From an optimization exercise on the open Yosys and OpenROAD flow, aimed at small area, a short achievable clock period and few clock cycles per item; shortcuts taken in it are not production practice. Only simulation tests tie the RTL to the original design; equivalence was not proved. No activity file was given, so power comes from the tool's default toggle rates.

==> flow/design.v <==
package dfpPacketPkg;
    localparam int COLOR_WIDTH = 3;
    localparam int GEN_WIDTH = 8;
    localparam int DEST_WIDTH = 7;
    localparam int LR2_WIDTH = 2;
    localparam int OPERAND_WIDTH = 16;
    localparam int ID_WIDTH = COLOR_WIDTH + GEN_WIDTH + DEST_WIDTH + LR2_WIDTH + 2;
    localparam int IN_PACKET_WIDTH = ID_WIDTH + 6 + 2 + 2 * OPERAND_WIDTH;
    localparam int OUT_PACKET_WIDTH = ID_WIDTH + 2 + OPERAND_WIDTH;
    localparam int MEM_DEPTH = 16;
    localparam int MEM_ADDR_WIDTH = 4;
endpackage
package dfpOpcodePkg;
    localparam int OPCODE_WIDTH = 6;
    localparam logic [OPCODE_WIDTH-1:0] OP_ADD = 6'h00;
    localparam logic [OPCODE_WIDTH-1:0] OP_ADDC = 6'h01;
    localparam logic [OPCODE_WIDTH-1:0] OP_SUB = 6'h02;
    localparam logic [OPCODE_WIDTH-1:0] OP_SUBC = 6'h03;
    localparam logic [OPCODE_WIDTH-1:0] OP_AND = 6'h04;
    localparam logic [OPCODE_WIDTH-1:0] OP_OR = 6'h05;
    localparam logic [OPCODE_WIDTH-1:0] OP_XOR = 6'h06;
    localparam logic [OPCODE_WIDTH-1:0] OP_MUL = 6'h07;
    localparam logic [OPCODE_WIDTH-1:0] OP_SHL = 6'h08;
    localparam logic [OPCODE_WIDTH-1:0] OP_SHR = 6'h09;
    localparam logic [OPCODE_WIDTH-1:0] OP_ROL = 6'h0a;
    localparam logic [OPCODE_WIDTH-1:0] OP_ROR = 6'h0b;
    localparam logic [OPCODE_WIDTH-1:0] OP_BZ = 6'h10;
    localparam logic [OPCODE_WIDTH-1:0] OP_BNZ = 6'h11;
    localparam logic [OPCODE_WIDTH-1:0] OP_BC = 6'h12;
    localparam logic [OPCODE_WIDTH-1:0] OP_BNC = 6'h13;
    localparam logic [OPCODE_WIDTH-1:0] OP_BZL = 6'h14;
    localparam logic [OPCODE_WIDTH-1:0] OP_BNZL = 6'h15;
    localparam logic [OPCODE_WIDTH-1:0] OP_LDM = 6'h18;
    localparam logic [OPCODE_WIDTH-1:0] OP_STM = 6'h19;
    localparam logic [OPCODE_WIDTH-1:0] OP_ABSORB = 6'h20;
    localparam logic [OPCODE_WIDTH-1:0] OP_CHGCOL = 6'h28;
    localparam logic [OPCODE_WIDTH-1:0] OP_ADDGEN = 6'h29;
    localparam logic [OPCODE_WIDTH-1:0] OP_DECGEN = 6'h2a;
endpackage
`timescale 1ns/10ps
module boothMul (
    input  logic [15:0] a,
    input  logic [15:0] b,
    input  logic [7:0]  one,
    input  logic [7:0]  two,
    output logic [47:0] rows
);
    wire neg0 = b[1];
    wire one0 = one[0];
    wire two0 = two[0];
    wire pp0_0 = ((one0 & a[0]) | (two0 & 1'b0)) ^ neg0;
    wire pp0_1 = ((one0 & a[1]) | (two0 & a[0])) ^ neg0;
    wire pp0_2 = ((one0 & a[2]) | (two0 & a[1])) ^ neg0;
    wire pp0_3 = ((one0 & a[3]) | (two0 & a[2])) ^ neg0;
    wire pp0_4 = ((one0 & a[4]) | (two0 & a[3])) ^ neg0;
    wire pp0_5 = ((one0 & a[5]) | (two0 & a[4])) ^ neg0;
    wire pp0_6 = ((one0 & a[6]) | (two0 & a[5])) ^ neg0;
    wire pp0_7 = ((one0 & a[7]) | (two0 & a[6])) ^ neg0;
    wire pp0_8 = ((one0 & a[8]) | (two0 & a[7])) ^ neg0;
    wire pp0_9 = ((one0 & a[9]) | (two0 & a[8])) ^ neg0;
    wire pp0_10 = ((one0 & a[10]) | (two0 & a[9])) ^ neg0;
    wire pp0_11 = ((one0 & a[11]) | (two0 & a[10])) ^ neg0;
    wire pp0_12 = ((one0 & a[12]) | (two0 & a[11])) ^ neg0;
    wire pp0_13 = ((one0 & a[13]) | (two0 & a[12])) ^ neg0;
    wire pp0_14 = ((one0 & a[14]) | (two0 & a[13])) ^ neg0;
    wire pp0_15 = ((one0 & a[15]) | (two0 & a[14])) ^ neg0;
    wire neg1 = b[3];
    wire one1 = one[1];
    wire two1 = two[1];
    wire pp1_0 = ((one1 & a[0]) | (two1 & 1'b0)) ^ neg1;
    wire pp1_1 = ((one1 & a[1]) | (two1 & a[0])) ^ neg1;
    wire pp1_2 = ((one1 & a[2]) | (two1 & a[1])) ^ neg1;
    wire pp1_3 = ((one1 & a[3]) | (two1 & a[2])) ^ neg1;
    wire pp1_4 = ((one1 & a[4]) | (two1 & a[3])) ^ neg1;
    wire pp1_5 = ((one1 & a[5]) | (two1 & a[4])) ^ neg1;
    wire pp1_6 = ((one1 & a[6]) | (two1 & a[5])) ^ neg1;
    wire pp1_7 = ((one1 & a[7]) | (two1 & a[6])) ^ neg1;
    wire pp1_8 = ((one1 & a[8]) | (two1 & a[7])) ^ neg1;
    wire pp1_9 = ((one1 & a[9]) | (two1 & a[8])) ^ neg1;
    wire pp1_10 = ((one1 & a[10]) | (two1 & a[9])) ^ neg1;
    wire pp1_11 = ((one1 & a[11]) | (two1 & a[10])) ^ neg1;
    wire pp1_12 = ((one1 & a[12]) | (two1 & a[11])) ^ neg1;
    wire pp1_13 = ((one1 & a[13]) | (two1 & a[12])) ^ neg1;
    wire neg2 = b[5];
    wire one2 = one[2];
    wire two2 = two[2];
    wire pp2_0 = ((one2 & a[0]) | (two2 & 1'b0)) ^ neg2;
    wire pp2_1 = ((one2 & a[1]) | (two2 & a[0])) ^ neg2;
    wire pp2_2 = ((one2 & a[2]) | (two2 & a[1])) ^ neg2;
    wire pp2_3 = ((one2 & a[3]) | (two2 & a[2])) ^ neg2;
    wire pp2_4 = ((one2 & a[4]) | (two2 & a[3])) ^ neg2;
    wire pp2_5 = ((one2 & a[5]) | (two2 & a[4])) ^ neg2;
    wire pp2_6 = ((one2 & a[6]) | (two2 & a[5])) ^ neg2;
    wire pp2_7 = ((one2 & a[7]) | (two2 & a[6])) ^ neg2;
    wire pp2_8 = ((one2 & a[8]) | (two2 & a[7])) ^ neg2;
    wire pp2_9 = ((one2 & a[9]) | (two2 & a[8])) ^ neg2;
    wire pp2_10 = ((one2 & a[10]) | (two2 & a[9])) ^ neg2;
    wire pp2_11 = ((one2 & a[11]) | (two2 & a[10])) ^ neg2;
    wire neg3 = b[7];
    wire one3 = one[3];
    wire two3 = two[3];
    wire pp3_0 = ((one3 & a[0]) | (two3 & 1'b0)) ^ neg3;
    wire pp3_1 = ((one3 & a[1]) | (two3 & a[0])) ^ neg3;
    wire pp3_2 = ((one3 & a[2]) | (two3 & a[1])) ^ neg3;
    wire pp3_3 = ((one3 & a[3]) | (two3 & a[2])) ^ neg3;
    wire pp3_4 = ((one3 & a[4]) | (two3 & a[3])) ^ neg3;
    wire pp3_5 = ((one3 & a[5]) | (two3 & a[4])) ^ neg3;
    wire pp3_6 = ((one3 & a[6]) | (two3 & a[5])) ^ neg3;
    wire pp3_7 = ((one3 & a[7]) | (two3 & a[6])) ^ neg3;
    wire pp3_8 = ((one3 & a[8]) | (two3 & a[7])) ^ neg3;
    wire pp3_9 = ((one3 & a[9]) | (two3 & a[8])) ^ neg3;
    wire neg4 = b[9];
    wire one4 = one[4];
    wire two4 = two[4];
    wire pp4_0 = ((one4 & a[0]) | (two4 & 1'b0)) ^ neg4;
    wire pp4_1 = ((one4 & a[1]) | (two4 & a[0])) ^ neg4;
    wire pp4_2 = ((one4 & a[2]) | (two4 & a[1])) ^ neg4;
    wire pp4_3 = ((one4 & a[3]) | (two4 & a[2])) ^ neg4;
    wire pp4_4 = ((one4 & a[4]) | (two4 & a[3])) ^ neg4;
    wire pp4_5 = ((one4 & a[5]) | (two4 & a[4])) ^ neg4;
    wire pp4_6 = ((one4 & a[6]) | (two4 & a[5])) ^ neg4;
    wire pp4_7 = ((one4 & a[7]) | (two4 & a[6])) ^ neg4;
    wire neg5 = b[11];
    wire one5 = one[5];
    wire two5 = two[5];
    wire pp5_0 = ((one5 & a[0]) | (two5 & 1'b0)) ^ neg5;
    wire pp5_1 = ((one5 & a[1]) | (two5 & a[0])) ^ neg5;
    wire pp5_2 = ((one5 & a[2]) | (two5 & a[1])) ^ neg5;
    wire pp5_3 = ((one5 & a[3]) | (two5 & a[2])) ^ neg5;
    wire pp5_4 = ((one5 & a[4]) | (two5 & a[3])) ^ neg5;
    wire pp5_5 = ((one5 & a[5]) | (two5 & a[4])) ^ neg5;
    wire neg6 = b[13];
    wire one6 = one[6];
    wire two6 = two[6];
    wire pp6_0 = ((one6 & a[0]) | (two6 & 1'b0)) ^ neg6;
    wire pp6_1 = ((one6 & a[1]) | (two6 & a[0])) ^ neg6;
    wire pp6_2 = ((one6 & a[2]) | (two6 & a[1])) ^ neg6;
    wire pp6_3 = ((one6 & a[3]) | (two6 & a[2])) ^ neg6;
    wire neg7 = b[15];
    wire one7 = one[7];
    wire two7 = two[7];
    wire pp7_0 = ((one7 & a[0]) | (two7 & 1'b0)) ^ neg7;
    wire pp7_1 = ((one7 & a[1]) | (two7 & a[0])) ^ neg7;
    wire s1 = pp0_10 ^ pp1_8;
    wire c2 = pp0_10 & pp1_8;
    wire s3 = pp0_11 ^ pp1_9;
    wire c4 = pp0_11 & pp1_9;
    wire s5 = pp0_12 ^ pp1_10 ^ pp2_8;
    wire c6 = (pp0_12 & pp1_10) | (pp0_12 & pp2_8) | (pp1_10 & pp2_8);
    wire s7 = pp3_6 ^ pp4_4;
    wire c8 = pp3_6 & pp4_4;
    wire s9 = pp0_13 ^ pp1_11 ^ pp2_9;
    wire c10 = (pp0_13 & pp1_11) | (pp0_13 & pp2_9) | (pp1_11 & pp2_9);
    wire s11 = pp3_7 ^ pp4_5;
    wire c12 = pp3_7 & pp4_5;
    wire s13 = pp0_14 ^ pp1_12 ^ pp2_10;
    wire c14 = (pp0_14 & pp1_12) | (pp0_14 & pp2_10) | (pp1_12 & pp2_10);
    wire s15 = pp3_8 ^ pp4_6 ^ pp5_4;
    wire c16 = (pp3_8 & pp4_6) | (pp3_8 & pp5_4) | (pp4_6 & pp5_4);
    wire s17 = pp6_2 ^ pp7_0;
    wire c18 = pp6_2 & pp7_0;
    wire s19 = pp0_15 ^ pp1_13 ^ pp2_11;
    wire c20 = (pp0_15 & pp1_13) | (pp0_15 & pp2_11) | (pp1_13 & pp2_11);
    wire s21 = pp3_9 ^ pp4_7 ^ pp5_5;
    wire c22 = (pp3_9 & pp4_7) | (pp3_9 & pp5_5) | (pp4_7 & pp5_5);
    wire s23 = pp6_3 ^ pp7_1;
    wire c24 = pp6_3 & pp7_1;
    wire s25 = pp0_6 ^ pp1_4;
    wire c26 = pp0_6 & pp1_4;
    wire s27 = pp0_7 ^ pp1_5;
    wire c28 = pp0_7 & pp1_5;
    wire s29 = pp0_8 ^ pp1_6 ^ pp2_4;
    wire c30 = (pp0_8 & pp1_6) | (pp0_8 & pp2_4) | (pp1_6 & pp2_4);
    wire s31 = pp3_2 ^ pp4_0;
    wire c32 = pp3_2 & pp4_0;
    wire s33 = pp0_9 ^ pp1_7 ^ pp2_5;
    wire c34 = (pp0_9 & pp1_7) | (pp0_9 & pp2_5) | (pp1_7 & pp2_5);
    wire s35 = pp3_3 ^ pp4_1;
    wire c36 = pp3_3 & pp4_1;
    wire s37 = s1 ^ pp2_6 ^ pp3_4;
    wire c38 = (s1 & pp2_6) | (s1 & pp3_4) | (pp2_6 & pp3_4);
    wire s39 = pp4_2 ^ pp5_0 ^ neg5;
    wire c40 = (pp4_2 & pp5_0) | (pp4_2 & neg5) | (pp5_0 & neg5);
    wire s41 = s3 ^ pp2_7 ^ pp3_5;
    wire c42 = (s3 & pp2_7) | (s3 & pp3_5) | (pp2_7 & pp3_5);
    wire s43 = pp4_3 ^ pp5_1 ^ c2;
    wire c44 = (pp4_3 & pp5_1) | (pp4_3 & c2) | (pp5_1 & c2);
    wire s45 = s5 ^ s7 ^ pp5_2;
    wire c46 = (s5 & s7) | (s5 & pp5_2) | (s7 & pp5_2);
    wire s47 = pp6_0 ^ neg6 ^ c4;
    wire c48 = (pp6_0 & neg6) | (pp6_0 & c4) | (neg6 & c4);
    wire s49 = s9 ^ s11 ^ pp5_3;
    wire c50 = (s9 & s11) | (s9 & pp5_3) | (s11 & pp5_3);
    wire s51 = pp6_1 ^ c6 ^ c8;
    wire c52 = (pp6_1 & c6) | (pp6_1 & c8) | (c6 & c8);
    wire s53 = s13 ^ s15 ^ s17;
    wire c54 = (s13 & s15) | (s13 & s17) | (s15 & s17);
    wire s55 = neg7 ^ c10 ^ c12;
    wire c56 = (neg7 & c10) | (neg7 & c12) | (c10 & c12);
    wire s57 = s19 ^ s21 ^ s23;
    wire c58 = (s19 & s21) | (s19 & s23) | (s21 & s23);
    wire s59 = c14 ^ c16 ^ c18;
    wire c60 = (c14 & c16) | (c14 & c18) | (c16 & c18);
    wire s61 = pp0_4 ^ pp1_2;
    wire c62 = pp0_4 & pp1_2;
    wire s63 = pp0_5 ^ pp1_3;
    wire c64 = pp0_5 & pp1_3;
    wire s65 = s25 ^ pp2_2 ^ pp3_0;
    wire c66 = (s25 & pp2_2) | (s25 & pp3_0) | (pp2_2 & pp3_0);
    wire s67 = s27 ^ pp2_3 ^ pp3_1;
    wire c68 = (s27 & pp2_3) | (s27 & pp3_1) | (pp2_3 & pp3_1);
    wire s69 = s29 ^ s31 ^ neg4;
    wire c70 = (s29 & s31) | (s29 & neg4) | (s31 & neg4);
    wire s71 = s33 ^ s35 ^ c30;
    wire c72 = (s33 & s35) | (s33 & c30) | (s35 & c30);
    wire s73 = s37 ^ s39 ^ c34;
    wire c74 = (s37 & s39) | (s37 & c34) | (s39 & c34);
    wire s75 = s41 ^ s43 ^ c38;
    wire c76 = (s41 & s43) | (s41 & c38) | (s43 & c38);
    wire s77 = s45 ^ s47 ^ c42;
    wire c78 = (s45 & s47) | (s45 & c42) | (s47 & c42);
    wire s79 = s49 ^ s51 ^ c46;
    wire c80 = (s49 & s51) | (s49 & c46) | (s51 & c46);
    wire s81 = s53 ^ s55 ^ c50;
    wire c82 = (s53 & s55) | (s53 & c50) | (s55 & c50);
    wire s83 = s57 ^ s59 ^ c54;
    wire c84 = (s57 & s59) | (s57 & c54) | (s59 & c54);
    assign rows[15:0] = {s83, s81, s79, s77, s75, s73, s71, s69, s67, s65, s63, s61, pp0_3, pp0_2, pp0_1, pp0_0};
    assign rows[31:16] = {c56, c52, c48, c44, c40, c36, c32, c28, c26, neg3, pp2_1, pp2_0, pp1_1, pp1_0, 1'b0, neg0};
    assign rows[47:32] = {c82, c80, c78, c76, c74, c72, c70, c68, c66, c64, c62, neg2, 1'b0, neg1, 1'b0, 1'b0};
endmodule
module boothEnc (
    input  logic [15:0] b,
    output logic [7:0]  one,
    output logic [7:0]  two
);
    assign one[0] = b[0] ^ 1'b0;
    assign two[0] = (b[1] & ~b[0] & ~1'b0) | (~b[1] & b[0] & 1'b0);
    assign one[1] = b[2] ^ b[1];
    assign two[1] = (b[3] & ~b[2] & ~b[1]) | (~b[3] & b[2] & b[1]);
    assign one[2] = b[4] ^ b[3];
    assign two[2] = (b[5] & ~b[4] & ~b[3]) | (~b[5] & b[4] & b[3]);
    assign one[3] = b[6] ^ b[5];
    assign two[3] = (b[7] & ~b[6] & ~b[5]) | (~b[7] & b[6] & b[5]);
    assign one[4] = b[8] ^ b[7];
    assign two[4] = (b[9] & ~b[8] & ~b[7]) | (~b[9] & b[8] & b[7]);
    assign one[5] = b[10] ^ b[9];
    assign two[5] = (b[11] & ~b[10] & ~b[9]) | (~b[11] & b[10] & b[9]);
    assign one[6] = b[12] ^ b[11];
    assign two[6] = (b[13] & ~b[12] & ~b[11]) | (~b[13] & b[12] & b[11]);
    assign one[7] = b[14] ^ b[13];
    assign two[7] = (b[15] & ~b[14] & ~b[13]) | (~b[15] & b[14] & b[13]);
endmodule
`timescale 1ns/10ps
import dfpPacketPkg::*;
import dfpOpcodePkg::*;
module fpPipeline (
    input  logic                                   CP,
    input  logic                                   MR,
    input  logic                                   sendIn,
    output logic                                   ackOut,
    input  logic [dfpPacketPkg::IN_PACKET_WIDTH-1:0]  packetIn,
    output logic                                   sendOut,
    input  logic                                   ackIn,
    output logic [dfpPacketPkg::OUT_PACKET_WIDTH-1:0] packetOut
);
    logic adv;           
    logic v1, v2;        
    logic hv, sv;        
    logic ackReg;        
    assign adv = !sv;
    assign ackOut = ackReg;
    logic [IN_PACKET_WIDTH-1:0] r1;
    logic [3:0]                 r1LdAddr;
    logic [7:0]                 r1One, r1Two;
    logic [7:0]                 inOne, inTwo;
    boothEnc enc_i (.b(packetIn[15:0]), .one(inOne), .two(inTwo));
    always_ff @(posedge CP)
        if (adv)
        begin
            r1 <= packetIn;
            r1LdAddr <= packetIn[19:16] + packetIn[3:0];
            r1One <= inOne;
            r1Two <= inTwo;
        end
    logic [2:0]  color;
    logic [7:0]  gen;
    logic [6:0]  dest;
    logic [1:0]  lr2;
    logic        br, cpy;
    logic [5:0]  opcode;
    logic        cIn, zIn;
    logic [15:0] dataL, dataR;
    assign {color, gen, dest, lr2, br, cpy, opcode, cIn, zIn, dataL, dataR} = r1;
    logic opAdd, opSub, opAnd, opOr, opXor, opMul, opShl, opShr;
    logic opBz, opLdm, opStm, opAbsorb, opChgcol, opAddgen, opDecgen;
    assign opAdd    = opcode == OP_ADD;
    assign opSub    = opcode == OP_SUB;
    assign opAnd    = opcode == OP_AND;
    assign opOr     = opcode == OP_OR;
    assign opXor    = opcode == OP_XOR;
    assign opMul    = opcode == OP_MUL;
    assign opShl    = opcode == OP_SHL;
    assign opShr    = opcode == OP_SHR;
    assign opBz     = opcode == OP_BZ;
    assign opLdm    = opcode == OP_LDM;
    assign opStm    = opcode == OP_STM;
    assign opAbsorb = opcode == OP_ABSORB;
    assign opChgcol = opcode == OP_CHGCOL;
    assign opAddgen = opcode == OP_ADDGEN;
    assign opDecgen = opcode == OP_DECGEN;
    logic [47:0] mulRows;
    boothMul mul_i (.a(dataL), .b(dataR), .one(r1One), .two(r1Two), .rows(mulRows));
    logic        bigShift;
    logic [15:0] shIn, shOut, shRes, dataLRev, shOutRev;
    always_comb
        for (int i = 0; i < 16; i++)
        begin
            dataLRev[i] = dataL[15-i];
            shOutRev[i] = shOut[15-i];
        end
    assign bigShift = |dataR[15:4];
    assign shIn = opShr ? dataLRev : dataL;
    assign shOut = shIn << dataR[3:0];
    assign shRes = bigShift ? 16'd0 : (opShr ? shOutRev : shOut);
    logic [15:0] memData [MEM_DEPTH];
    logic [15:0] memValid;
    logic [3:0]  ldAddr;
    logic [15:0] ldData;
    logic        memWrite;
    assign ldAddr = r1LdAddr;
    assign ldData = memValid[ldAddr] ? memData[ldAddr] : 16'd0;
    assign memWrite = adv && v1 && opStm;
    always_ff @(posedge CP)
        if (memWrite)
            memData[dataL[3:0]] <= dataR;
    always_ff @(posedge CP or posedge MR)
        if (MR)
            memValid <= '0;
        else if (memWrite)
            memValid[dataL[3:0]] <= 1'b1;
    logic [15:0] rowA, rowB, rowC, other;
    always_comb
    begin
        other = dataL;
        if (opAnd)
            other = dataL & dataR;
        else if (opOr)
            other = dataL | dataR;
        else if (opXor)
            other = dataL ^ dataR;
        else if (opShl || opShr)
            other = shRes;
        else if (opLdm)
            other = ldData;
        else if (opStm)
            other = dataR;
    end
    always_comb
    begin
        if (opMul)
        begin
            rowA = mulRows[15:0];
            rowB = mulRows[31:16];
            rowC = mulRows[47:32];
        end
        else
        begin
            rowA = other;
            rowB = opAdd ? dataR : opSub ? ~dataR : 16'd0;
            rowC = {15'd0, opSub};
        end
    end
    logic [2:0] newColor;
    logic [7:0] newGen;
    logic [6:0] newDest;
    logic [1:0] newLr2;
    logic       bzTaken;
    assign bzTaken = opBz && zIn;
    assign newColor = opChgcol ? dataR[2:0] : color;
    assign newGen = (opAddgen || opDecgen) ?
        gen + (opDecgen ? 8'hff : dataR[7:0]) : gen;
    assign newDest = bzTaken ? dest + 7'd1 : dest;
    assign newLr2 = bzTaken ? {lr2[0], lr2[1]} : lr2;
    logic aluOp, arithOp, cSel;
    assign aluOp = opAdd || opSub || opAnd || opOr || opXor || opMul || opShl || opShr;
    assign arithOp = opAdd || opSub;
    assign cSel = (opAnd || opOr || opXor) ? 1'b0 : cIn;
    logic [15:0] r2A, r2B, r2C;
    logic [21:0] r2Id;
    logic        r2Alu, r2Arith, r2Sub, r2C0, r2Z0;
    always_ff @(posedge CP)
        if (adv)
        begin
            r2A <= rowA;
            r2B <= rowB;
            r2C <= rowC;
            r2Id <= {newColor, newGen, newDest, newLr2, br, cpy};
            r2Alu <= aluOp;
            r2Arith <= arithOp;
            r2Sub <= opSub;
            r2C0 <= cSel;
            r2Z0 <= zIn;
        end
    always_ff @(posedge CP or posedge MR)
        if (MR)
        begin
            v1 <= 1'b0;
            v2 <= 1'b0;
        end
        else if (adv)
        begin
            v1 <= sendIn;
            v2 <= v1 && !opAbsorb;
        end
    logic [15:0] cs, cc, zp, zk;
    logic [16:0] total;
    logic        outC, outZ;
    logic [OUT_PACKET_WIDTH-1:0] result;
    assign cs = r2A ^ r2B ^ r2C;
    assign cc = (r2A & r2B) | (r2A & r2C) | (r2B & r2C);
    assign total = {1'b0, cs} + {cc, 1'b0};
    assign outC = r2Arith ? (total[16] ^ r2Sub) : r2C0;
    assign zp = cs ^ {cc[14:0], 1'b0};
    assign zk = {cs[14:0] | {cc[13:0], 1'b0}, 1'b0};
    assign outZ = r2Alu ? (zp == zk) : r2Z0;
    assign result = {r2Id, outC, outZ, total[15:0]};
    logic [OUT_PACKET_WIDTH-1:0] head, skid;
    logic push, pop;
    assign push = adv && v2;
    assign pop = hv && ackIn;
    always_ff @(posedge CP)
    begin
        if (!hv || ackIn)
            head <= sv ? skid : result;
        if (!sv)
            skid <= result;
    end
    logic svNext;
    always_comb
        if (sv)
            svNext = !(!hv || ackIn);
        else
            svNext = push && hv && !ackIn;
    always_ff @(posedge CP or posedge MR)
        if (MR)
        begin
            hv <= 1'b0;
            sv <= 1'b0;
            ackReg <= 1'b1;
        end
        else
        begin
            if (!hv || ackIn)
                hv <= sv || push;
            sv <= svNext;
            ackReg <= !svNext;
        end
    assign sendOut = hv;
    assign packetOut = head;
endmodule
==> flow/flow/run.sh <==
#!/bin/bash
# The standard layout (the standard.sh, standard synthesis unchanged) with
# one change: ports are buffered with sky130_fd_sc_hd__buf_2 cells.
# make's full output goes to flow_make.log; ORFS keeps each step's log under orfs/logs.
set -euo pipefail
bash standard.sh "BUFFER_PORTS_ARGS=-buffer_cell sky130_fd_sc_hd__buf_2" finish > flow_make.log 2>&1
==> flow/standard.sh <==
#!/bin/bash
# synth_recipe.tcl (not shown) runs the flow's synth.tcl, then flattens the netlist and writes it again
# the make line also repeats each setting of config.mk as NAME=value (left out here)
make -C /OpenROAD-flow-scripts/flow DESIGN_CONFIG=/design/flow/config.mk WORK_HOME=/design/flow/orfs CLKGATE_MAP_FILE= SYNTH_SCRIPT=/design/flow/synth_recipe.tcl "${@:-finish}"
==> flow/config.mk <==
export PLATFORM = sky130hd
export DESIGN_NAME = fpPipeline
export DESIGN_NICKNAME = fpPipeline
export VERILOG_FILES = /design/flow/design.v
export SDC_FILE = /design/flow/constraint.sdc
export NUM_CORES = 4
export LEC_CHECK = 0
export ABC_AREA = 1
export CAP_MARGIN = 20
export CORE_MARGIN = 2
export CORE_UTILIZATION = 40
export CTS_CLUSTER_DIAMETER = 80
export CTS_CLUSTER_SIZE = 30
export SETUP_SLACK_MARGIN = 5
export SLEW_MARGIN = 20
==> flow/constraint.sdc <==
create_clock -name core_clock -period 8.0 [get_ports {CP}]
set_input_delay 1.6000 -clock core_clock [delete_from_list [all_inputs] [get_ports {CP}]]
set_output_delay 1.6000 -clock core_clock [all_outputs]
set_load 0.01 [all_outputs]
==> results of run 1 <==
## per-layer routing
| metal | up-vias | track usage | routed length (µm) |
|---|---|---|---|
| met5 | - | 0 | 0 |
| li1 | 9145 | - | - |
| met3 | 137 | 0.03085 | 6925 |
| met1 | 9568 | 0.3342 | 34100 |
| met4 | 0 | 0.05058 | 2029 |
| met2 | 840 | 0.3296 | 33670 |
## where the power goes
group | total, mW | switching [mW] | internal (mW) | leakage (nW)
combinational | 5.24 | 3.39 | 1.85 | 6.31
sequential | 3.91 | 0.243 | 3.67 | 4.98
clock | 1.72 | 0.990 | 0.735 | 0.486
total | 10.9 | 4.62 | 6.26 | 11.8
## how the worst max path moves through the flow
stage	start	to	slack (ps)	depth (start not counted)
after floorplan	r1[0]$_DFFE_PN_	r2A[14]$_DFFE_PN_	4760	13
after global placement	r1[3]$_DFFE_PN_	r2A[15]$_DFFE_PN_	3970	14
after detailed placement	r1[3]$_DFFE_PN_	r2A[14]$_DFFE_PN_	4020	9
after CTS	register	r2A[13]$_DFFE_PN_	4990	13
after global routing	r1[36]$_DFFE_PN_	r2Id[18]$_DFFE_PN_	4860	19
final	r1[28]$_DFFE_PN_	r2A[15]$_DFFE_PN_	4960	15
## logic make-up after synthesis
family / after synthesis
adder cells (fa/ha/maj): 126
AND/OR/NAND/NOR: 1034
buffers and inverters: 343
flip-flops: 515
AO/OA/AOI/OAI: 453
multiplexers: 8
XOR/XNOR: 100
## metrics by stage
stage | area (µm²) | utilization | power (mW) | setup slack, ps
after global routing | 29690 | 0.4614 | 11.65 | 4861
final | 29690 | 0.4614 | 10.88 | 4963
after CTS | 28850 | 0.4484 | 10.61 | 4988
after global placement | 27460 | 0.4267 | 8.707 | 3967
after floorplan | 26070 | - | 7.323 | 4760
after detailed placement | 27460 | 0.4267 | 8.763 | 4017
## what timing repair did
| action | in CTS | in global routing |
|---|---|---|
| resized for setup | 47 | 53 |
| gates cloned | 2 | 9 |
| pin swaps | 1 | 8 |
| setup endpoints to repair | 359 | 157 |
| setup buffers | 23 | 58 |
| hold buffers | 0 | 0 |
## cell usage after synthesis, drive strengths merged (2+ instances only)
| cell | instances |
|---|---|
| edfxtp | 450 |
| nand2 | 426 |
| nor2 | 367 |
| nand3 | 209 |
| o21ai | 201 |
| inv | 199 |
| ha | 87 |
| a21oi | 85 |
| clkbuf | 80 |
| xor2 | 75 |
| o211ai | 69 |
| o22ai | 69 |
| buf | 55 |
| dfxtp | 44 |
| fa | 39 |
| xnor2 | 25 |
| dfrtp | 20 |
| nand4 | 10 |
| nor3 | 10 |
| o21bai | 10 |
| clkinv | 9 |
| mux2 | 8 |
| or2 | 5 |
| a31oi | 4 |
| nor4 | 4 |
| o31ai | 4 |
| and2 | 3 |
| o2111ai | 3 |
| o311ai | 2 |
## cell type report
type | instances | area, µm²
clock inverter | 18 | 271.5
fill | 6028 | 34660
inverter | 208 | 914.6
tap | 855 | 1070
antenna | 1 | 2.502
timing repair buffer | 246 | 1814
clock buffer | 34 | 744.5
timing repair inverter | 4 | 23.77
sequential | 515 | 14930
multi-input combinational | 1722 | 9922
## flip-flops by register name, indices dropped and copies added, names as in the netlist, 4 cells and up, named ones only
signal,cells
memData,256
r1,62
head,40
skid,40
r2Id,22
memValid,16
r2A,16
r2B,16
r2C,14
r1Two,8
r1One,7
r1LdAddr,4
==> run notes, run 1 <==
status=finished clean; Worst R2R Path Depth=15; post-route clock period utilization=0.3796; Reg clk slew, reported paths=110 ps; DP HPWL=48500 µm; crit-path max FO=6; P&R area growth vs syn=14.19%; Max Slew Vio Count=0; Site Rows=93; Fin Setup TNS=0 ps; asr flop ratio synth=0.04078; DRT antenna net count=0; Final Non-Filler Cells=3603; CP Data Required Time=8350 ps; post-synth top area share=0.5197; post-synthesis cell type with the largest combined area=edfxtp_1; post-synthesis simple-gate area fraction=0.1641; Sink Count=515; critical path buffer and inverter count=4; CP Cell Sequence=inv_2 > o22ai_2 > xor2_1 > fa_1 > inv_1 > fa_2 > xnor2_2 > inv_1 > xor2_1 > inv_1 > nand2_1 > nand2_1 > nand2_1 > nand3_1 > nand2_1; worst endpoint data arrival time=3380 ps; remaining global-route overflow=0; synthesized area=26000 µm²; PwrDens=366.5 nW/µm²; Core Footprint=64350 µm²; mux contribution to synthesized area=0.003465; Fmax=329.3 MHz; Syn Nets=2771; routed via count=19690; most common cell after layout, fill and taps aside=edfxtp_1; count of cell types in the netlist=48; Routed WL=76730 µm; worst vdd ir=0.0002052 V; cells after synthesis=2579; most used cell along the critical path=nand2_1; worst reg2reg path endpoint=r2A[15]$_DFFE_PN_; ys flop type=edfxtp_1; Setup Crit Path Kind=register to register; placed insts=3458; EDFF count, synth=450; CP max stage delay=510 ps; DR WL/cell=21.30 µm; Lkg Pwr=11.78 nW; worst min path class=register to register; Initial Util=0.4041; Clock Skew=65.11 ps; worst skew pair latency=640 ps; Remaining DRCs=0; die span in y=259.0 µm; critical path startpoint category=register; commonest cells after routing, fill and taps aside=edfxtp_1, nand2_1, nor2_1; unrepaired setup endpoints after global routing=true; Tightest Pin Transition=922.8 ps; largest net degree at the start of global routing=93; number of buffers added on ports=107; die width=259.0 µm; I/O pins=108; initial antenna violation count=2; final setup vio count=0; CP endpoint kind=register; hold endpoint=r2Id[0]$_DFFE_PN_; CP delay by family, top=adder cells; XOR/XNOR share of the synthesized area=0.03369; Global Route Usage Sum=0.2191; post-synthesis compound-gate area fraction=0.1002; hold path depth=0; Pre-antenna DRT Iters=7; 1st-iter DRT viols=2424; slew margin rel.=0.3848; H-tree depth=1; r2r startpoint=r1[28]$_DFFE_PN_; number of global-route vias before repair=18090; Clock Tree Root=clkbuf_16; TritonCTS Buffers=28; CTS tree=built; nets@finish=2917; Synth area leaders=edfxtp_1, nand2_1, nor2_1; R2R Setup Slk=4960 ps; routability cong.=0.9574; Fin. Hold Viols=0; layout cells sized above 1=0.1463; number of synthesized register bits=515; Adder-Cell Fraction of Synth Area=0.07190; slowest CP cell=edfxtp_1; yosys warns=1; die area=67060 µm²; Vias/cell=5.465; first-pass GRT wire length=112500 µm; Final min period=3037 ps; Avg Cell Area, Syn=10.08 µm²; main combinational cell family by area after synthesis=simple AND/OR/NAND/NOR gates; sequential share of the synthesized area=0.5739; CTS Buffer Depth=3; Max Cap Viol=0; Hold Crit Start=r1[40]$_DFFE_PN_; Final Hold Slack=436.4 ps
Testbench counts, summed over its fixed seeds: cycles 16,024, items 16,000.
==> run 2: changes to the inputs <==
--- a/flow/config.mk
+++ b/flow/config.mk
@@ -11,5 +11,6 @@
 export CORE_UTILIZATION = 40
 export CTS_CLUSTER_DIAMETER = 80
 export CTS_CLUSTER_SIZE = 30
+export PLACE_DENSITY = 0.75
 export SETUP_SLACK_MARGIN = 5
 export SLEW_MARGIN = 20
==> run notes, run 2 <==
CTS Buffer Depth=3; critical path startpoint category=register; layout cells sized above 1=0.1344; commonest cells after routing, fill and taps aside=edfxtp_1, nand2_1, nor2_1; Global Route Usage Sum=0.2040; worst skew pair latency=630 ps; Ant. Diodes=0; number of global-route vias before repair=18343; Core Footprint=64350 µm²; remaining global-route overflow=0; count of cell types in the netlist=48; worst min path class=register to register; r2r startpoint=r1[24]$_DFFE_PN_; Final Non-Filler Cells=3564; placed insts=3453; Final min period=2992 ps; cells after synthesis=2579; number of synthesized register bits=515; Sink Count=515; routed via count=19664; I/O pins=108; post-route clock period utilization=0.3740; synthesized area=26000 µm²; Vias/cell=5.517; slowest CP cell=fa_2; nets@finish=2885; CP endpoint kind=register; crit-path max FO=10; post-synth top area share=0.5197; die span in y=259.0 µm; largest net degree at the start of global routing=93; ys flop type=edfxtp_1; asr flop ratio synth=0.04078; Final Cell Area=29260 µm²; Clock Skew=70.23 ps; Tightest Pin Transition=1075 ps; Pre-antenna DRT Iters=6; Fin Setup TNS=0 ps; Post-DP Area=27420 µm²; R2R Setup Slk=5010 ps; Fin. Hold Viols=0; P&R area growth vs syn=12.55%; Syn Nets=2771; slew margin rel.=0.2833; yosys warns=1; Setup Crit Path Kind=register to register; worst vdd ir=0.0001966 V; hold endpoint=r2Id[0]$_DFFE_PN_; Synth area leaders=edfxtp_1, nand2_1, nor2_1; CP Data Required Time=8390 ps; die area=67060 µm²; Fmax=334.2 MHz; PwrDens=365.0 nW/µm²; worst reg2reg path endpoint=r2A[14]$_DFFE_PN_; DRT antenna net count=0; CTS tree=built; post-synthesis cell type with the largest combined area=edfxtp_1; routability cong.=0.9450; DR WL/cell=19.78 µm; Max Slew Vio Count=0; Final Hold Slack=432.9 ps; final setup vio count=0; DP HPWL=44730 µm; most common cell in the netlist=edfxtp_1; most common cell after layout, fill and taps aside=edfxtp_1; Avg Cell Area, Syn=10.08 µm²; Reg clk slew, reported paths=100 ps; Initial Util=0.4041; Worst R2R Path Depth=8; EDFF count, synth=450; max reg flops=256; initial antenna violation count=0; Lkg Pwr=11.56 nW; CP Cell Sequence=inv_4 > o22ai_2 > xor2_1 > fa_1 > fa_2 > fa_1 > nand2_1 > nand2_1; Hold Crit Start=r1[40]$_DFFE_PN_; first-pass GRT wire length=106700 µm; H-tree depth=1; Synth top cells by count=edfxtp_1, nand2_1, nor2_1, nand3_1, o21ai_0; number of buffers added on ports=107; worst endpoint data arrival time=3380 ps; 1st-iter DRT viols=2532; Routed WL=70510 µm; hold path depth=0; status=finished clean; Site Rows=93; TritonCTS Buffers=27; sequential share of the synthesized area=0.5739; CP max stage delay=590 ps; die width=259.0 µm; Clock Tree Root=clkbuf_16; unrepaired setup endpoints after global routing=true; Max Cap Viol=0; Remaining DRCs=0
-- run 2: final cells by class --
class                      count  area [µm²]
clock buffer                  27       675.6
clock inverter                18       309.0
fill                        5853       35080
inverter                     208       905.9
multi-input combinational   1722        9907
sequential                   515       14930
tap                          855        1070
timing repair buffer         216        1451
timing repair inverter         3       15.01
-- run 2: logic make-up after synthesis --
group	after synthesis	synth area share
and+or+nand+nor	1034	0.1641
DFF	515	0.5739
AOI/OAI and AO/OA	453	0.1002
buffers and inverters	343	0.05269
adders and majority gates	126	0.07190
xor gates and xnor gates	100	0.03369
muxes	8	0.003465
-- run 2: how the worst max path moves through the flow --
stage                      from  cells past startpoint                        to
2_1_floorplan   r1[0]$_DFFE_PN_                     13         r2A[14]$_DFFE_PN_
3_3_place_gp   r1[36]$_DFFE_PN_                      8  memData[10][1]$_DFFE_PP_
3_5_place_dp   r1[35]$_DFFE_PN_                      8  memData[10][1]$_DFFE_PP_
4_1_cts        r1[27]$_DFFE_PN_                      9         r2A[14]$_DFFE_PN_
5_1_grt        r1[24]$_DFFE_PN_                     13         r2A[15]$_DFFE_PN_
6_report       r1[24]$_DFFE_PN_                      8         r2A[14]$_DFFE_PN_
-- run 2: power by group --
| part | switching (mW) | internal (mW) |
|---|---|---|
| Sequential | 0.310 | 3.67 |
| Combinational | 3.24 | 1.78 |
| Clock | 0.947 | 0.739 |
| Total | 4.50 | 6.19 |
-- run 2: repair_timing --
item,in CTS,in global routing
resized for setup,42,55
cloned,2,3
hold buffers,0,0
endpoints found under the setup margin,340,93
pin swaps,0,10
setup buffers,18,43
endpoints found under the hold margin,0,0
-- run 2: metrics by stage --
step                        util  power [mW]  setup WS (ps)
after detailed placement  0.4261       8.705           4232
after global routing      0.4548       11.45           4891
final                     0.4548       10.68           5008
after floorplan                -       7.323           4760
after CTS                 0.4459       10.46           5002
after global placement    0.4261       8.586           4366
-- run 2: per-layer routing --
layer	track usage	vias to the layer above	wire, µm
met2	0.3073	1119	30820
met4	0.07787	0	2854
met5	0	-	0
li1	-	9074	-
met3	0.04159	198	7659
met1	0.2901	9273	29170
-- run 2: worst max-delay path, delay by kind of cell, from the launching register on --
kind | cells | cell delay (ps)
flops | 1 | 550
simple gates | 2 | 130
compound gates | 1 | 220
buf+inv | 1 | 160
xor+xnor | 1 | 210
fa+ha+maj | 3 | 1480
==> run 3: changes to the inputs <==
--- a/flow/config.mk
+++ b/flow/config.mk
@@ -8,7 +8,7 @@
 export ABC_AREA = 1
 export CAP_MARGIN = 20
 export CORE_MARGIN = 2
-export CORE_UTILIZATION = 40
+export CORE_UTILIZATION = 50
 export CTS_CLUSTER_DIAMETER = 80
 export CTS_CLUSTER_SIZE = 30
 export PLACE_DENSITY = 0.75
==> run notes, run 3 <==
status=finished clean; Fin Setup TNS=0 ps; Clock Skew=50.11 ps; 1st-iter DRT viols=2724; Synth top cells by count=edfxtp_1, nand2_1, nor2_1, nand3_1, o21ai_0; post-synth top area share=0.5197; commonest cells after routing, fill and taps aside=edfxtp_1, nand2_1, nor2_1; worst skew pair latency=620 ps; post-route clock period utilization=0.3851; largest net degree at the start of global routing=88; worst min path class=register to register; slowest CP cell=fa_1; synthesized area=26000 µm²; sequential share of the synthesized area=0.5739; Worst R2R Path Depth=9; number of global-route vias before repair=18793; die span in y=232.0 µm; die width=232.0 µm; Avg Cell Area, Syn=10.08 µm²; H-tree depth=1; nets@finish=2897; Core Footprint=51410 µm²; r2r startpoint=r1[27]$_DFFE_PN_; PwrDens=374.5 nW/µm²; CP endpoint kind=register; worst endpoint data arrival time=3450 ps; asr flop ratio synth=0.04078; DP HPWL=45820 µm; Fin. Hold Viols=0; Vias/cell=5.923; Clock Tree Root=clkbuf_16; number of buffers added on ports=107; Final min period=3080 ps; cells after synthesis=2579; Setup Crit Path Kind=register to register; P&R area growth vs syn=12.34%; final setup vio count=0; TritonCTS Buffers=27; die area=53840 µm²; CP max stage delay=550 ps; Initial Util=0.5058; first-pass GRT wire length=109400 µm; worst reg2reg path endpoint=r2A[13]$_DFFE_PN_; CP Capture Point=r2A[13]$_DFFE_PN_; worst setup margin=4920 ps; CP Data Required Time=8370 ps; Routed WL=73790 µm; worst vdd ir=0.0002428 V; Ant. Diodes=0; Synth area leaders=edfxtp_1, nand2_1, nor2_1; CTS Buffer Depth=3; cts hold-fix bufs=0; number of synthesized register bits=515; Max Slew Vio Count=0; Max Cap Viol=0; Tightest Pin Transition=1137 ps; DR WL/cell=21.69 µm; CP Cell Sequence=inv_2 > o22ai_2 > xor2_1 > fa_1 > fa_1 > inv_2 > fa_2 > nand2_2 > nand2_1; Syn Nets=2771; routability cong.=0.9709; Global Route Usage Sum=0.2652; Reg clk slew, reported paths=100 ps; I/O pins=108; CTS tree=built; routed via count=20149; Remaining DRCs=0; slew margin rel.=0.2417; count of cell types in the netlist=48; Post-DP Area=27220 µm²; Sink Count=515; Lkg Pwr=11.69 nW; most common cell in the netlist=edfxtp_1; layout cells sized above 1=0.1389; Final Cell Area=29210 µm²; yosys warns=1; post-synthesis cell type with the largest combined area=edfxtp_1; Pre-antenna DRT Iters=6; ys flop type=edfxtp_1; Site Rows=83; max reg flops=256; initial antenna violation count=3; unrepaired setup endpoints after global routing=true; R2R Setup Slk=4920 ps; remaining global-route overflow=0; Fmax=324.6 MHz; overall power=10.94 mW; most common cell after layout, fill and taps aside=edfxtp_1; Worst setup startpoint=r1[27]$_DFFE_PN_; pre-CTS setup slack=4462 ps; crit-path max FO=7; EDFF count, synth=450; DRT antenna net count=0; Final Hold Slack=432.2 ps; critical path startpoint category=register
## run 3: cell types whose count changed in the layout (fill, tap and decap cells not counted), sizes merged
cell      change
buf          +10
bufbuf        +3
clkbuf        +5
clkinv        -4
clkinvlp      -5
inv           +5
nand3         -1
## run 3: cell type report
type / instances / area [µm²]
timing repair buffer: 229 / 1639
multi-input combinational: 1721 / 9894
inverter: 208 / 890.9
clock buffer: 32 / 725.7
timing repair inverter: 3 / 18.77
fill: 4322 / 22200
sequential: 515 / 14930
tap: 680 / 850.8
clock inverter: 14 / 262.8
## run 3: logic make-up after synthesis
group,after synthesis,share of synthesized area
AND/OR/NAND/NOR,1034,0.1641
flip-flops,515,0.5739
AO/OA/AOI/OAI,453,0.1002
buffers and inverters,343,0.05269
adder cells (fa/ha/maj),126,0.07190
XOR/XNOR,100,0.03369
multiplexers,8,0.003465
## run 3: timing repair
item | 4_1_cts | 5_1_grt
resized for setup | 44 | 55
pin swaps | 1 | 5
setup buffers | 28 | 40
setup endpoints to repair | 363 | 67
cloned | 4 | 3
## run 3: where the power goes
| part | switching (mW) | internal (mW) | total (mW) |
|---|---|---|---|
| Sequential | 0.282 | 3.67 | 3.95 |
| Clock | 0.952 | 0.742 | 1.69 |
| Combinational | 3.41 | 1.88 | 5.29 |
## run 3: worst min-delay path by stage
stage	slack [ps]	endpoint	depth (start not counted)	startpoint
after floorplan	400	r2Id[0]$_DFFE_PN_	0	r1[40]$_DFFE_PN_
after global placement	400	r2Id[0]$_DFFE_PN_	0	r1[40]$_DFFE_PN_
final	430	r2Id[0]$_DFFE_PN_	0	r1[40]$_DFFE_PN_
after detailed placement	410	r2Id[0]$_DFFE_PN_	0	r1[40]$_DFFE_PN_
after global routing	450	r2Id[0]$_DFFE_PN_	0	r1[40]$_DFFE_PN_
after CTS	430	r2Id[0]$_DFFE_PN_	0	r1[40]$_DFFE_PN_
## run 3: worst max-delay path: cells and delay by family (launching register included)
kind	cells	cell delay, ps
AOI/OAI and AO/OA	1	240
xor gates and xnor gates	1	250
buffers and inverters	2	220
and+or+nand+nor	2	150
DFF	1	500
adders and majority gates	3	1480
## run 3: routing by layer
layer,vias to the layer above,wire length [µm],share of wire,global-route usage
met5,-,26,0.00035,0
met4,4,2695,0.037,0.09155
li1,9094,-,-,-
met3,202,8911,0.12,0.06631
met2,1206,32490,0.44,0.3973
met1,9643,29660,0.40,0.3770
## run 3: metrics by stage
stage / util / instances
2_1_floorplan: - / 2579
3_3_place_gp: 0.5295 / 3281
3_5_place_dp: 0.5295 / 3281
4_1_cts: 0.5575 / 3359
5_1_grt: 0.5682 / 3402
6_report: 0.5682 / 3402
==> run 4: changes to the inputs <==
==> flow/flow/run.sh (replaced) <==
#!/bin/bash
# The standard layout (the standard.sh, standard synthesis unchanged) with
# two changes: ports are buffered with sky130_fd_sc_hd__buf_2 cells, and timing
# repair aims for 5.2 ns of setup slack (a 2.8 ns period) instead of 5.
# make's full output goes to flow_make.log; ORFS keeps each step's log under orfs/logs.
set -euo pipefail
bash standard.sh "BUFFER_PORTS_ARGS=-buffer_cell sky130_fd_sc_hd__buf_2" SETUP_SLACK_MARGIN=5.2 finish > flow_make.log 2>&1
--- a/flow/config.mk
+++ b/flow/config.mk
@@ -8,7 +8,7 @@
 export ABC_AREA = 1
 export CAP_MARGIN = 20
 export CORE_MARGIN = 2
-export CORE_UTILIZATION = 50
+export CORE_UTILIZATION = 40
 export CTS_CLUSTER_DIAMETER = 80
 export CTS_CLUSTER_SIZE = 30
 export PLACE_DENSITY = 0.75
==> run notes, run 4 <==
hold path depth=0; Routed WL=71010 µm; post-route clock period utilization=0.3755; slowest CP cell=fa_1; nets@finish=2908; Layout Utilization=0.4632; Avg Cell Area, Syn=10.08 µm²; Lkg Pwr=11.77 nW; most common cell in the netlist=edfxtp_1; commonest cells after routing, fill and taps aside=edfxtp_1, nand2_1, nor2_1; Tightest Pin Transition=997.4 ps; overall power=10.92 mW; TritonCTS Buffers=26; crit-path max FO=6; Clock Skew=71.90 ps; worst endpoint data arrival time=3390 ps; EDFF count, synth=450; Initial Util=0.4041; die width=259.0 µm; CTS Buffer Depth=3; worst setup margin=4996 ps; PwrDens=366.6 nW/µm²; Global Route Usage Sum=0.2055; Core Footprint=64350 µm²; first-pass GRT wire length=107600 µm; remaining global-route overflow=0; worst skew pair latency=640 ps; CP max stage delay=550 ps; Sink Count=515; status=finished clean; Worst R2R Path Depth=14; Clock Tree Root=clkbuf_16; Syn Nets=2771; DRT antenna net count=0; CP Cell Sequence=clkinvlp_4 > o22ai_2 > xor2_1 > fa_1 > inv_1 > fa_2 > xnor2_2 > inv_1 > xor2_1 > inv_1 > nand2_1 > nand3_1 > nand3_1 > nand2_1; CP Data Required Time=8390 ps; ys flop type=edfxtp_1; layout cells sized above 1=0.1565; R2R Setup Slk=5000 ps; H-tree depth=1; routed via count=19718; post-synthesis cell type with the largest combined area=edfxtp_1; most common cell after layout, fill and taps aside=edfxtp_1; CTS tree=built; Synth top cells by count=edfxtp_1, nand2_1, nor2_1, nand3_1, o21ai_0; DP HPWL=44110 µm; Fmax=332.9 MHz; number of synthesized register bits=515; Remaining DRCs=0; Site Rows=93; CP endpoint kind=register; Fin Setup TNS=0 ps; Pre-antenna DRT Iters=6; Max Slew Vio Count=0; max reg flops=256; DR WL/cell=19.78 µm; P&R area growth vs syn=14.63%; post-synth top area share=0.5197; critical path startpoint category=register; worst min path class=register to register; 1st-iter DRT viols=2519; count of cell types in the netlist=48; synthesized area=26000 µm²; routability cong.=0.9532; Max Cap Viol=0; Synth area leaders=edfxtp_1, nand2_1, nor2_1; number of global-route vias before repair=18498; Hold Crit Start=r1[40]$_DFFE_PN_; cts hold-fix bufs=0; Setup Crit Path Kind=register to register; Reg clk slew, reported paths=100 ps; slew margin rel.=0.3350; cells after synthesis=2579; r2r startpoint=r1One[2]$_DFFE_PN_; sequential share of the synthesized area=0.5739; unrepaired setup endpoints after global routing=true; asr flop ratio synth=0.04078; hold endpoint=r2Id[0]$_DFFE_PN_; pre-CTS setup slack=4150 ps; most used cell along the critical path=inv_1; die span in y=259.0 µm; yosys warns=1; largest net degree at the start of global routing=96; initial antenna violation count=2; worst reg2reg path endpoint=r2A[15]$_DFFE_PN_; Fin. Hold Viols=0; Final min period=3004 ps; number of buffers added on ports=107; Vias/cell=5.492; final setup vio count=0; I/O pins=108; worst vdd ir=0.0002287 V; die area=67060 µm²
run 4: cell counts after synthesis:
Identical to the previous run, type by type.
run 4: area by class of cell:
type | count | area, µm²
antenna | 1 | 2.502
clock buffer | 28 | 658.1
clock inverter | 18 | 252.7
fill | 5817 | 34540
inverter | 208 | 922.1
multi-input combinational | 1722 | 10140
sequential | 515 | 14930
tap | 855 | 1070
timing repair buffer | 240 | 1809
timing repair inverter | 3 | 18.77
run 4: metrics by stage:
step,hold WS (ps),instance area (µm²),instances
detailed placement,405.4,27420,3453
global placement,403.3,27420,3453
CTS,434.9,29170,3552
floorplan,400.3,26070,2579
global route,459.6,29800,3590
finish,429.9,29800,3590
run 4: timing repair:
action / CTS / global route
resized for setup: 93 / 73
pin swaps: 15 / 19
endpoints found under the hold margin: 0 / 0
buffers inserted: 46 / 36
setup endpoints to repair: 422 / 403
cloned: 7 / 1
run 4: kinds of logic (layout without fill, tap and decap cells):
kind of cell             after synthesis  count (layout)  synth area share
AND/OR/NAND/NOR                     1034            1035            0.1641
flip-flops                           515             515            0.5739
AO/OA/AOI/OAI                        453             453            0.1002
buffers and inverters                343             497           0.05269
adder cells (fa/ha/maj)              126             126           0.07190
XOR/XNOR                             100             100           0.03369
multiplexers                           8               8          0.003465
other                                  0               1                 0
run 4: worst max-delay path by stage:
stage,slack (ps),depth (start not counted),to,from
after floorplan,4760,13,r2A[14]$_DFFE_PN_,r1[0]$_DFFE_PN_
after global placement,4200,14,r2A[15]$_DFFE_PN_,r1[3]$_DFFE_PN_
after detailed placement,4150,9,r2A[14]$_DFFE_PN_,r1[3]$_DFFE_PN_
after CTS,5080,9,r2A[12]$_DFFE_PN_,r1[28]$_DFFE_PN_
after global routing,4900,14,r2A[15]$_DFFE_PN_,r1One[2]$_DFFE_PN_
final,5000,14,r2A[15]$_DFFE_PN_,r1One[2]$_DFFE_PN_
run 4: power breakdown:
group / internal [mW] / switching, mW / total (mW)
Sequential: 3.67 / 0.264 / 3.93
Clock: 0.654 / 0.930 / 1.58
Combinational: 1.99 / 3.42 / 5.41
Total: 6.31 / 4.61 / 10.9
run 4: worst max-delay path: cells and delay by family (launching register included):
family                   cells  cell delay [ps]
AO/OA/AOI/OAI                1              200
XOR/XNOR                     3              450
adder cells (fa/ha/maj)      2              900
buffers and inverters        4              430
flip-flops                   1              500
AND/OR/NAND/NOR              4              290
run 4: per-layer routing:
layer,global-route usage,vias to the layer above,wire (µm)
li1,-,9135,-
met1,0.2963,9218,29460
met2,0.3057,1128,30190
met3,0.03993,235,7904
met4,0.07980,2,3443
met5,0,-,13

## re-timing with driven ports
How much do the figures lean on ideal ports? The routed layouts below were timed once more, with nothing changed but the port constraints.
Step 1 assumes that a clkbuf_16 drives the clock port and a buf_2 every other input.
Step 2 moves the port delays by t, midway between the first and last clock arrival at a register: inputs arrive t later, outputs are due t later. That takes back most of the time a late clock gives input paths.
a / b / c = ideal ports / drivers / drivers and shift; a / b = the first two.
run | shift t [ns] | slack for setup (ns) | worst setup path after step 2 | slew at the worst register clock pin (ns)
run 1 | 0.666 | 4.963 / 4.963 / 4.963 | register to register | 0.11 / 0.11
run 2 | 0.655 | 5.008 / 5.008 / 5.008 | register to register | 0.11 / 0.11
run 3 | 0.656 | 4.920 / 4.920 / 4.920 | register to register | 0.11 / 0.11
run 4 | 0.656 | 4.996 / 4.996 / 4.757 | input to register | 0.11 / 0.11
After both steps every run listed still meets setup and hold. The setup slack of run 4, which loses most, moves by 0.000 ns with the drivers and by -0.239 ns with both steps.
